From an optimization exercise on the open Yosys and OpenROAD flow, aimed at small area, a short achievable clock period and few clock cycles per item; shortcuts taken in it are not production practice.

==> delta <==
==> flow/design.v <==
package muldiv_pkg;
    localparam logic [2:0] F3_MUL    = 3'b000;
    localparam logic [2:0] F3_MULH   = 3'b001;
    localparam logic [2:0] F3_MULHSU = 3'b010;
    localparam logic [2:0] F3_MULHU  = 3'b011;
    localparam logic [2:0] F3_DIV    = 3'b100;
    localparam logic [2:0] F3_DIVU   = 3'b101;
    localparam logic [2:0] F3_REM    = 3'b110;
    localparam logic [2:0] F3_REMU   = 3'b111;
endpackage
module md_adder
#(
    parameter int unsigned N = 37
) (
    input  logic [N-1:0] x,
    input  logic [N-1:0] y,
    input  logic         ci,
    output logic [N-1:0] s
);
    localparam int unsigned L = (N > 32) ? 6 : (N > 16) ? 5 : (N > 8) ? 4 :
                                (N > 4) ? 3 : (N > 2) ? 2 : 1;
    logic [N-1:0] g0, p0, c;
    logic [N-1:0] G [0:2*L-1];
    logic [N-1:0] P [0:2*L-1];
    always_comb begin
        g0    = x & y;
        p0    = x ^ y;
        g0[0] = (x[0] & y[0]) | (ci & p0[0]);
        G[0]  = g0;
        P[0]  = p0;
        for (int l = 0; l < L; l++) begin
            G[l+1] = G[l];
            P[l+1] = P[l];
            for (int i = 0; i < N; i++) begin
                if (((i + 1) % (2 ** (l + 1))) == 0 && i >= 2 ** l) begin
                    G[l+1][i] = G[l][i] | (P[l][i] & G[l][i-2**l]);
                    P[l+1][i] = P[l][i] & P[l][i-2**l];
                end
            end
        end
        for (int l = L - 1; l >= 1; l--) begin
            G[2*L-l] = G[2*L-l-1];
            P[2*L-l] = P[2*L-l-1];
            for (int i = 0; i < N; i++) begin
                if (((i + 1) % (2 ** l)) == (2 ** (l - 1)) && i >= 2 ** l) begin
                    G[2*L-l][i] = G[2*L-l-1][i] | (P[2*L-l-1][i] & G[2*L-l-1][i-2**(l-1)]);
                    P[2*L-l][i] = P[2*L-l-1][i] & P[2*L-l-1][i-2**(l-1)];
                end
            end
        end
        c = G[2*L-1];
        s = p0 ^ {c[N-2:0], ci};
    end
endmodule
module muldiv_seq
#(
    parameter int unsigned XLEN       = 32,
    parameter int unsigned MUL_STAGES = 2
) (
    input  logic            clk,
    input  logic            rst_n,
    input  logic            req_valid,
    output logic            req_ready,
    input  logic [XLEN-1:0] a,
    input  logic [XLEN-1:0] b,
    input  logic [2:0]      funct3,
    input  logic            flush,
    output logic            resp_valid,
    input  logic            resp_ready,
    output logic [XLEN-1:0] res,
    output logic            busy
);
    logic        busy_q, rv_q;
    logic        p_mul_q, p_m9_q, p_nega_q, p_cmp0_q, p_cmp_q, p_div_q, p_fix_q, p_done_q;
    logic        p_mul_d, p_m9_d, p_nega_d, p_cmp0_d, p_cmp_d, p_div_d, p_fix_d, p_done_d;
    logic        one0_q, two0_q, inv0_q, one1_q, two1_q, inv1_q, xinv_q;
    logic        one0_d, two0_d, inv0_d, one1_d, two1_d, inv1_d, xinv_d;
    logic        xhi_q, xhi4_q, xdiv_q, xlo_q;
    logic        xhi_d, xhi4_d, xdiv_d, xlo_d;
    logic [4:0]  cnt_q, cnt_d;
    logic        selhi_q, selhi_d;    
    logic        isrem_q, isrem_d;    
    logic        negq_q, negq_d;      
    logic        negr_q, negr_d;      
    logic        x9_q, x9_d;          
    logic [32:0] A_q, A_d;            
    logic [32:0] HI_q, HI_d;          
    logic [31:0] LO_q, LO_d;
    assign req_ready  = !busy_q && !flush;
    assign busy       = busy_q;
    assign resp_valid = rv_q;
    assign res        = selhi_q ? HI_q[31:0] : LO_q;
    logic [36:0] X, A37, A37x2, PP0, PP1, PP1s, S, C, Cs, sum;
    logic        sgn;
    logic        s0, s1, s2, s3;
    always_comb begin
        X = ({37{xhi_q}}  & {{4{HI_q[32]}}, HI_q})
          | ({37{xhi4_q}} & {8'd0, HI_q[32:4]})
          | ({37{xdiv_q}} & {{3{HI_q[32]}}, HI_q, LO_q[31]})
          | ({37{xlo_q}}  & {5'd0, LO_q});
        X = X ^ {37{xinv_q}};
        A37   = {{4{A_q[32]}}, A_q};
        A37x2 = {A37[35:0], 1'b0};
        PP0 = (({37{one0_q}} & A37) | ({37{two0_q}} & A37x2)) ^ {37{inv0_q}};
        PP1 = (({37{one1_q}} & A37) | ({37{two1_q}} & A37x2)) ^ {37{inv1_q}};
        s0 = inv0_q;
        s1 = inv1_q;
        s2 = inv1_q | xinv_q;
        s3 = inv1_q;
        PP1s = {PP1[34:0], s1, s0};
        S  = X ^ PP0 ^ PP1s;
        C  = (X & PP0) | (X & PP1s) | (PP0 & PP1s);
        Cs = {C[35:0], s2};
        sum = add_s;
        sgn = sum[36];
    end
    logic [36:0] add_s;
    md_adder #(.N(37)) u_add (.x(S), .y(Cs), .ci(s3), .s(add_s));
    logic is_div, sdiv, a_neg, b_neg, bnz;
    always_comb begin
        is_div = funct3[2];
        sdiv   = funct3[2] & ~funct3[0];
        a_neg  = a[31];
        b_neg  = b[31];
        bnz    = |b;
    end
    function automatic logic [2:0] booth(input logic [2:0] bb);
        booth[2] = bb[1] ^ bb[0];
        booth[1] = (bb[2] & ~bb[1] & ~bb[0]) | (~bb[2] & bb[1] & bb[0]);
        booth[0] = bb[2] & ~(bb[1] & bb[0]);
    endfunction
    logic last;
    assign last = (cnt_q == 5'd0);
    logic       big, c0n, cmp_any, cmp_lim, f_cmp0, f_rneg, f_rcor, f_quo, dlast, mstep;
    logic [2:0] bo0, bo1, bi0, bi1;
    always_comb begin
        big     = ~A_q[32] & A_q[31];
        c0n     = p_cmp0_q & ~big;
        cmp_any = c0n | p_cmp_q;
        cmp_lim = p_cmp_q & (cnt_q == 5'd27);        
        mstep   = p_mul_q & ~last;
        dlast   = (p_div_q & last) | (p_cmp0_q & big);
        f_cmp0  = c0n & isrem_q & negr_q;             
        f_rneg  = dlast & isrem_q & negr_q;           
        f_rcor  = dlast & isrem_q & ~negr_q;          
        f_quo   = dlast & ~isrem_q & negq_q;          
        bo0     = booth(LO_q[5:3]);
        bo1     = booth(LO_q[7:5]);
        bi0     = booth({a[1:0], 1'b0});
        bi1     = booth(a[3:1]);
        if (!busy_q) begin
            selhi_d  = funct3[1] | (~funct3[2] & funct3[0]);
            isrem_d  = funct3[2] & funct3[1];
            negq_d   = sdiv & (a_neg ^ b_neg) & bnz;
            negr_d   = sdiv & a_neg;
            x9_d     = (funct3 == muldiv_pkg::F3_MULHU) && a_neg;
            cnt_d    = is_div ? 5'd31 : 5'd7;
            p_mul_d  = ~is_div;
            p_m9_d   = 1'b0;
            p_nega_d = is_div & sdiv & a_neg;
            p_cmp0_d = is_div & ~(sdiv & a_neg);
            p_cmp_d  = 1'b0;
            p_div_d  = 1'b0;
            p_fix_d  = 1'b0;
            p_done_d = 1'b0;
            xhi_d    = 1'b1;
            xhi4_d   = 1'b0;
            xdiv_d   = 1'b0;
            xlo_d    = 1'b0;
            xinv_d   = is_div & sdiv & a_neg;
            one0_d   = is_div ? ~(sdiv & a_neg) : bi0[2];
            two0_d   = ~is_div & bi0[1];
            inv0_d   = is_div ? ~(sdiv & (a_neg | b_neg)) : bi0[0];
            one1_d   = ~is_div & bi1[2];
            two1_d   = ~is_div & bi1[1];
            inv1_d   = ~is_div & bi1[0];
        end else begin
            selhi_d  = selhi_q | f_quo;
            isrem_d  = isrem_q;
            negq_d   = negq_q;
            negr_d   = negr_q;
            x9_d     = x9_q;
            cnt_d    = p_cmp_q ? cnt_q + 5'd4 :
                       (p_mul_q | p_div_q) ? cnt_q - 5'd1 : cnt_q;
            p_mul_d  = mstep;
            p_m9_d   = p_mul_q & last & x9_q;
            p_nega_d = 1'b0;
            p_cmp0_d = p_nega_q;
            p_cmp_d  = cmp_any & ~cmp_lim & ~sgn;
            p_div_d  = (p_div_q & ~last) | (p_cmp_q & (cmp_lim | sgn));
            p_fix_d  = f_rneg | f_quo | (sgn ? (f_cmp0 | f_rcor) : 1'b0);
            p_done_d = p_done_q | p_fix_q | p_m9_q | (p_mul_q & last & ~x9_q)
                     | (dlast & ~isrem_q & ~negq_q)
                     | (sgn ? (c0n & ~f_cmp0) : (f_rcor));
            xhi_d    = p_mul_q | p_nega_q | f_rneg | (sgn ? (f_cmp0 | f_rcor) : 1'b0);
            xhi4_d   = cmp_any & ~cmp_lim & ~sgn;
            xdiv_d   = (p_div_q & ~last) | (p_cmp_q & (cmp_lim | sgn));
            xlo_d    = f_quo;
            xinv_d   = f_quo | f_rneg | (sgn & f_cmp0);
            one0_d   = (mstep & bo0[2]) | (p_mul_q & last & x9_q) | p_nega_q | (p_div_q & ~last)
                     | (sgn ? (p_cmp_q | f_rneg | f_rcor) : cmp_any);
            two0_d   = mstep & bo0[1];
            inv0_d   = (mstep & bo0[0]) | ((p_nega_q | p_cmp_q) & ~A_q[32])
                     | (sgn ? ((p_div_q & ~last & A_q[32]) | (f_rcor & A_q[32]) | (f_rneg & ~A_q[32]))
                            : ((c0n & ~A_q[32]) | (p_div_q & ~last & ~A_q[32])));
            one1_d   = mstep & bo1[2];
            two1_d   = mstep & bo1[1];
            inv1_d   = mstep & bo1[0];
        end
    end
    logic        hs_load, hs_mul, hs_sum, hs_cmp, hs_hold, ls_div, ls_hold;
    logic [32:0] hi_load;
    logic [31:0] lo_load;
    always_comb begin
        hs_load = !busy_q;
        hs_mul  = busy_q & p_mul_q;
        hs_sum  = busy_q & (p_m9_q | p_nega_q | p_div_q | p_fix_q | (p_cmp0_q & big));
        hs_cmp  = busy_q & p_cmp_q;
        hs_hold = busy_q & ~(p_mul_q | p_m9_q | p_nega_q | p_div_q | p_fix_q | p_cmp_q
                             | (p_cmp0_q & big));
        ls_div  = busy_q & (p_div_q | (p_cmp0_q & big));
        ls_hold = busy_q & ~(p_mul_q | p_cmp_q | p_div_q | (p_cmp0_q & big));
        hi_load = is_div ? {sdiv & a_neg, a} : 33'd0;
        lo_load = is_div ? 32'd0 : a;
        A_d  = busy_q ? A_q : {((funct3 == muldiv_pkg::F3_MULH) || sdiv) && b_neg, b};
        HI_d = ({33{hs_mul}}  & sum[36:4])
             | ({33{hs_sum}}  & sum[32:0])
             | ({33{hs_cmp}}  & {4'd0, HI_q[32:4]})
             | ({33{hs_hold}} & HI_q)
             | ({33{hs_load}} & hi_load);
        LO_d = ({32{hs_mul}}  & {sum[3:0], LO_q[31:4]})
             | ({32{hs_cmp}}  & {HI_q[3:0], LO_q[31:4]})
             | ({32{ls_div}}  & {LO_q[30:0], ~sgn})
             | ({32{ls_hold}} & LO_q)
             | ({32{hs_load}} & lo_load);
    end
    always_ff @(posedge clk or negedge rst_n) begin
        if (!rst_n) begin
            busy_q <= 1'b0;
            rv_q   <= 1'b0;
        end else begin
            if (flush) begin
                busy_q <= 1'b0;
                rv_q   <= 1'b0;
            end else if (!busy_q) begin
                busy_q <= req_valid;
                rv_q   <= 1'b0;
            end else if (rv_q) begin
                if (resp_ready) begin
                    busy_q <= 1'b0;
                    rv_q   <= 1'b0;
                end
            end else begin
                rv_q <= p_done_d;
            end
        end
    end
    always_ff @(posedge clk) begin
        {p_mul_q, p_m9_q, p_nega_q, p_cmp0_q, p_cmp_q, p_div_q, p_fix_q, p_done_q} <=
            {p_mul_d, p_m9_d, p_nega_d, p_cmp0_d, p_cmp_d, p_div_d, p_fix_d, p_done_d};
        {one0_q, two0_q, inv0_q, one1_q, two1_q, inv1_q, xinv_q} <=
            {one0_d, two0_d, inv0_d, one1_d, two1_d, inv1_d, xinv_d};
        {xhi_q, xhi4_q, xdiv_q, xlo_q} <= {xhi_d, xhi4_d, xdiv_d, xlo_d};
        cnt_q   <= cnt_d;
        selhi_q <= selhi_d;
        isrem_q <= isrem_d;
        negq_q  <= negq_d;
        negr_q  <= negr_d;
        x9_q    <= x9_d;
        A_q     <= A_d;
        HI_q    <= HI_d;
        LO_q    <= LO_d;
    end
endmodule
==> flow/flow/run.sh <==
#!/bin/bash
# The standard ORFS layout (the standard.sh) with two changes in how the
# layout is made: ports are buffered with sky130_fd_sc_hd__buf_1, and timing repair aims
# 5.8 ns below the clock period. The 10.5 ns clock, I/O delays and loads in
# constraint.sdc are unchanged.
set -euo pipefail
sed -e 's/SETUP_SLACK_MARGIN=[0-9.]*/SETUP_SLACK_MARGIN=5.8/' \
    -e 's/"\${@:-finish}"/BUFFER_PORTS_ARGS="-buffer_cell sky130_fd_sc_hd__buf_1" "\${@:-finish}"/' \
    standard.sh > standard_mod.sh
bash standard_mod.sh > flow_make.log 2>&1
==> flow/standard.sh <==
#!/bin/bash
# synth_recipe.tcl (not shown) runs the flow's synth.tcl, then flattens the netlist and writes it again
# the make line also repeats each setting of config.mk as NAME=value (left out here)
make -C /OpenROAD-flow-scripts/flow DESIGN_CONFIG=/design/flow/config.mk WORK_HOME=/design/flow/orfs CLKGATE_MAP_FILE= SYNTH_SCRIPT=/design/flow/synth_recipe.tcl "${@:-finish}"
==> flow/config.mk <==
export PLATFORM = sky130hd
export DESIGN_NAME = muldiv_seq
export DESIGN_NICKNAME = muldiv_seq
export VERILOG_FILES = /design/flow/design.v
export SDC_FILE = /design/flow/constraint.sdc
export NUM_CORES = 4
export LEC_CHECK = 0
export CAP_MARGIN = 20
export CORE_MARGIN = 2
export CORE_UTILIZATION = 35
export CTS_BUF_LIST = sky130_fd_sc_hd__clkbuf_8
export SETUP_SLACK_MARGIN = 5
export SLEW_MARGIN = 20
==> flow/constraint.sdc <==
create_clock -name core_clock -period 10.5 [get_ports {clk}]
set_input_delay 2.1000 -clock core_clock [delete_from_list [all_inputs] [get_ports {clk}]]
set_output_delay 2.1000 -clock core_clock [all_outputs]
set_load 0.01 [all_outputs]
==> harbor (differences from delta) <==
--- a/flow/design.v
+++ b/flow/design.v
@@ -19,4 +19,3 @@
 );
-    localparam int unsigned L = (N > 32) ? 6 : (N > 16) ? 5 : (N > 8) ? 4 :
-                                (N > 4) ? 3 : (N > 2) ? 2 : 1;
+    localparam int unsigned L = $clog2(N);
     logic [N-1:0] g0, p0, c;
@@ -86,3 +85,3 @@
     logic [32:0] A_q, A_d;            
-    logic [32:0] HI_q, HI_d;          
+    logic [33:0] HI_q, HI_d;          
     logic [31:0] LO_q, LO_d;
@@ -96,5 +95,5 @@
     always_comb begin
-        X = ({37{xhi_q}}  & {{4{HI_q[32]}}, HI_q})
-          | ({37{xhi4_q}} & {8'd0, HI_q[32:4]})
-          | ({37{xdiv_q}} & {{3{HI_q[32]}}, HI_q, LO_q[31]})
+        X = ({37{xhi_q}}  & {{3{HI_q[33]}}, HI_q})
+          | ({37{xhi4_q}} & {7'd0, HI_q[33:4]})
+          | ({37{xdiv_q}} & {{2{HI_q[33]}}, HI_q, LO_q[31]})
           | ({37{xlo_q}}  & {5'd0, LO_q});
@@ -133,12 +132,10 @@
     assign last = (cnt_q == 5'd0);
-    logic       big, c0n, cmp_any, cmp_lim, f_cmp0, f_rneg, f_rcor, f_quo, dlast, mstep;
+    logic       cmp_any, cmp_lim, f_cmp0, f_rneg, f_rcor, f_quo, dlast, mstep;
     logic [2:0] bo0, bo1, bi0, bi1;
     always_comb begin
-        big     = ~A_q[32] & A_q[31];
-        c0n     = p_cmp0_q & ~big;
-        cmp_any = c0n | p_cmp_q;
+        cmp_any = p_cmp0_q | p_cmp_q;
         cmp_lim = p_cmp_q & (cnt_q == 5'd27);        
         mstep   = p_mul_q & ~last;
-        dlast   = (p_div_q & last) | (p_cmp0_q & big);
-        f_cmp0  = c0n & isrem_q & negr_q;             
+        dlast   = p_div_q & last;
+        f_cmp0  = p_cmp0_q & isrem_q & negr_q;        
         f_rneg  = dlast & isrem_q & negr_q;           
@@ -193,3 +190,3 @@
                      | (dlast & ~isrem_q & ~negq_q)
-                     | (sgn ? (c0n & ~f_cmp0) : (f_rcor));
+                     | (sgn ? (p_cmp0_q & ~f_cmp0) : (f_rcor));
             xhi_d    = p_mul_q | p_nega_q | f_rneg | (sgn ? (f_cmp0 | f_rcor) : 1'b0);
@@ -199,8 +196,9 @@
             xinv_d   = f_quo | f_rneg | (sgn & f_cmp0);
-            one0_d   = (mstep & bo0[2]) | (p_mul_q & last & x9_q) | p_nega_q | (p_div_q & ~last)
-                     | (sgn ? (p_cmp_q | f_rneg | f_rcor) : cmp_any);
+            one0_d   = (mstep & bo0[2]) | (p_mul_q & last & x9_q) | p_nega_q | (p_div_q & ~f_rneg & ~f_quo)
+                     | (sgn ? (p_cmp_q | (p_cmp0_q & ~f_cmp0) | f_rneg) : cmp_any);
             two0_d   = mstep & bo0[1];
             inv0_d   = (mstep & bo0[0]) | ((p_nega_q | p_cmp_q) & ~A_q[32])
-                     | (sgn ? ((p_div_q & ~last & A_q[32]) | (f_rcor & A_q[32]) | (f_rneg & ~A_q[32]))
-                            : ((c0n & ~A_q[32]) | (p_div_q & ~last & ~A_q[32])));
+                     | (sgn ? ((p_cmp0_q & ~f_cmp0 & ~A_q[32]) | (p_div_q & ~last & A_q[32])
+                               | (f_rcor & A_q[32]) | (f_rneg & ~A_q[32]))
+                            : ((p_cmp0_q & ~A_q[32]) | (p_div_q & ~last & ~A_q[32])));
             one1_d   = mstep & bo1[2];
@@ -211,3 +209,3 @@
     logic        hs_load, hs_mul, hs_sum, hs_cmp, hs_hold, ls_div, ls_hold;
-    logic [32:0] hi_load;
+    logic [33:0] hi_load;
     logic [31:0] lo_load;
@@ -216,16 +214,15 @@
         hs_mul  = busy_q & p_mul_q;
-        hs_sum  = busy_q & (p_m9_q | p_nega_q | p_div_q | p_fix_q | (p_cmp0_q & big));
+        hs_sum  = busy_q & (p_m9_q | p_nega_q | p_div_q | p_fix_q);
         hs_cmp  = busy_q & p_cmp_q;
-        hs_hold = busy_q & ~(p_mul_q | p_m9_q | p_nega_q | p_div_q | p_fix_q | p_cmp_q
-                             | (p_cmp0_q & big));
-        ls_div  = busy_q & (p_div_q | (p_cmp0_q & big));
-        ls_hold = busy_q & ~(p_mul_q | p_cmp_q | p_div_q | (p_cmp0_q & big));
-        hi_load = is_div ? {sdiv & a_neg, a} : 33'd0;
+        hs_hold = busy_q & ~(p_mul_q | p_m9_q | p_nega_q | p_div_q | p_fix_q | p_cmp_q);
+        ls_div  = busy_q & p_div_q;
+        ls_hold = busy_q & ~(p_mul_q | p_cmp_q | p_div_q);
+        hi_load = is_div ? {{2{sdiv & a_neg}}, a} : 34'd0;
         lo_load = is_div ? 32'd0 : a;
         A_d  = busy_q ? A_q : {((funct3 == muldiv_pkg::F3_MULH) || sdiv) && b_neg, b};
-        HI_d = ({33{hs_mul}}  & sum[36:4])
-             | ({33{hs_sum}}  & sum[32:0])
-             | ({33{hs_cmp}}  & {4'd0, HI_q[32:4]})
-             | ({33{hs_hold}} & HI_q)
-             | ({33{hs_load}} & hi_load);
+        HI_d = ({34{hs_mul}}  & {sum[36], sum[36:4]})
+             | ({34{hs_sum}}  & sum[33:0])
+             | ({34{hs_cmp}}  & {4'd0, HI_q[33:4]})
+             | ({34{hs_hold}} & HI_q)
+             | ({34{hs_load}} & hi_load);
         LO_d = ({32{hs_mul}}  & {sum[3:0], LO_q[31:4]})
==> flow/flow/run.sh (replaced) <==
#!/bin/bash
# The standard ORFS layout (the standard.sh) with two changes in how the
# layout is made: ports are buffered with sky130_fd_sc_hd__buf_1, and timing repair aims
# 6 ns below the clock period. The 10.5 ns clock, I/O delays and loads in
# constraint.sdc are unchanged.
set -euo pipefail
sed -e 's/SETUP_SLACK_MARGIN=[0-9.]*/SETUP_SLACK_MARGIN=6/' \
    -e 's/"\${@:-finish}"/BUFFER_PORTS_ARGS="-buffer_cell sky130_fd_sc_hd__buf_1" "\${@:-finish}"/' \
    standard.sh > standard_mod.sh
bash standard_mod.sh > flow_make.log 2>&1
Settings changed: CORE_UTILIZATION 35 to 50.
==> flow_summary.toml <==
[run_status]
status = "complete, no violations"

[synth]
ys_ff_latch = 128
synthSimpleGateAreaFrac_pct = 8.04
syn-cell-area_um2 = 10400

[finish]
buffer_area_share_pct = 6.16

[timing]
min_period_ns = 4.49
clock_skew_ns = 0.0202

[critical_path]
max_stage_delay_ns = 0.14
rrSetupSlack_ns = 6.11

[global_route]
grt_use_met3_pct = 4.23
That was harbor.
==> flow_summary.toml <==
[timing]
min_period_ns = 4.56

[synth]
syn-cell-area_um2 = 10400
synthSimpleGateAreaFrac_pct = 9.48
ys_ff_latch = 127

[global_route]
antenna_found_initial = 0

[finish]
buffer_area_share_pct = 5.31

[critical_path]
max_stage_delay_ns = 0.51
rrSetupSlack_ns = 5.94

[run_status]
status = "complete, no violations"
That was delta.
No run of this note included a check of the RTL's function; only the layout flow was run.

-- port drivers added, routing unchanged --
Ports are ideal in the flow. The routed layouts listed here were re-timed in OpenROAD. Step 1, drivers: a clkbuf_16 drives clk and a buf_2 each remaining input, both assumed. Step 2 moves the port delays by t, midway between the first and last clock arrival at a register: inputs arrive t later, outputs are due t later. That takes back most of the time a late clock gives input paths. Three values: ideal, step 1, step 2; two values: the first two.
| run | t, ns | setup slack, ns | hold slack, ns | worst setup path at the end |
|---|---|---|---|---|
| delta | 0.510 | 5.938 / 5.938 / 5.938 | 0.512 / 0.512 / 0.512 | register to register |
| harbor | 0.497 | 6.012 / 5.982 / 5.982 | 0.492 / 0.492 / 0.492 | input to output |
After both steps every run listed still meets setup and hold. The setup slack of harbor, which loses most, moves by -0.030 ns with the drivers and by -0.030 ns with both steps.
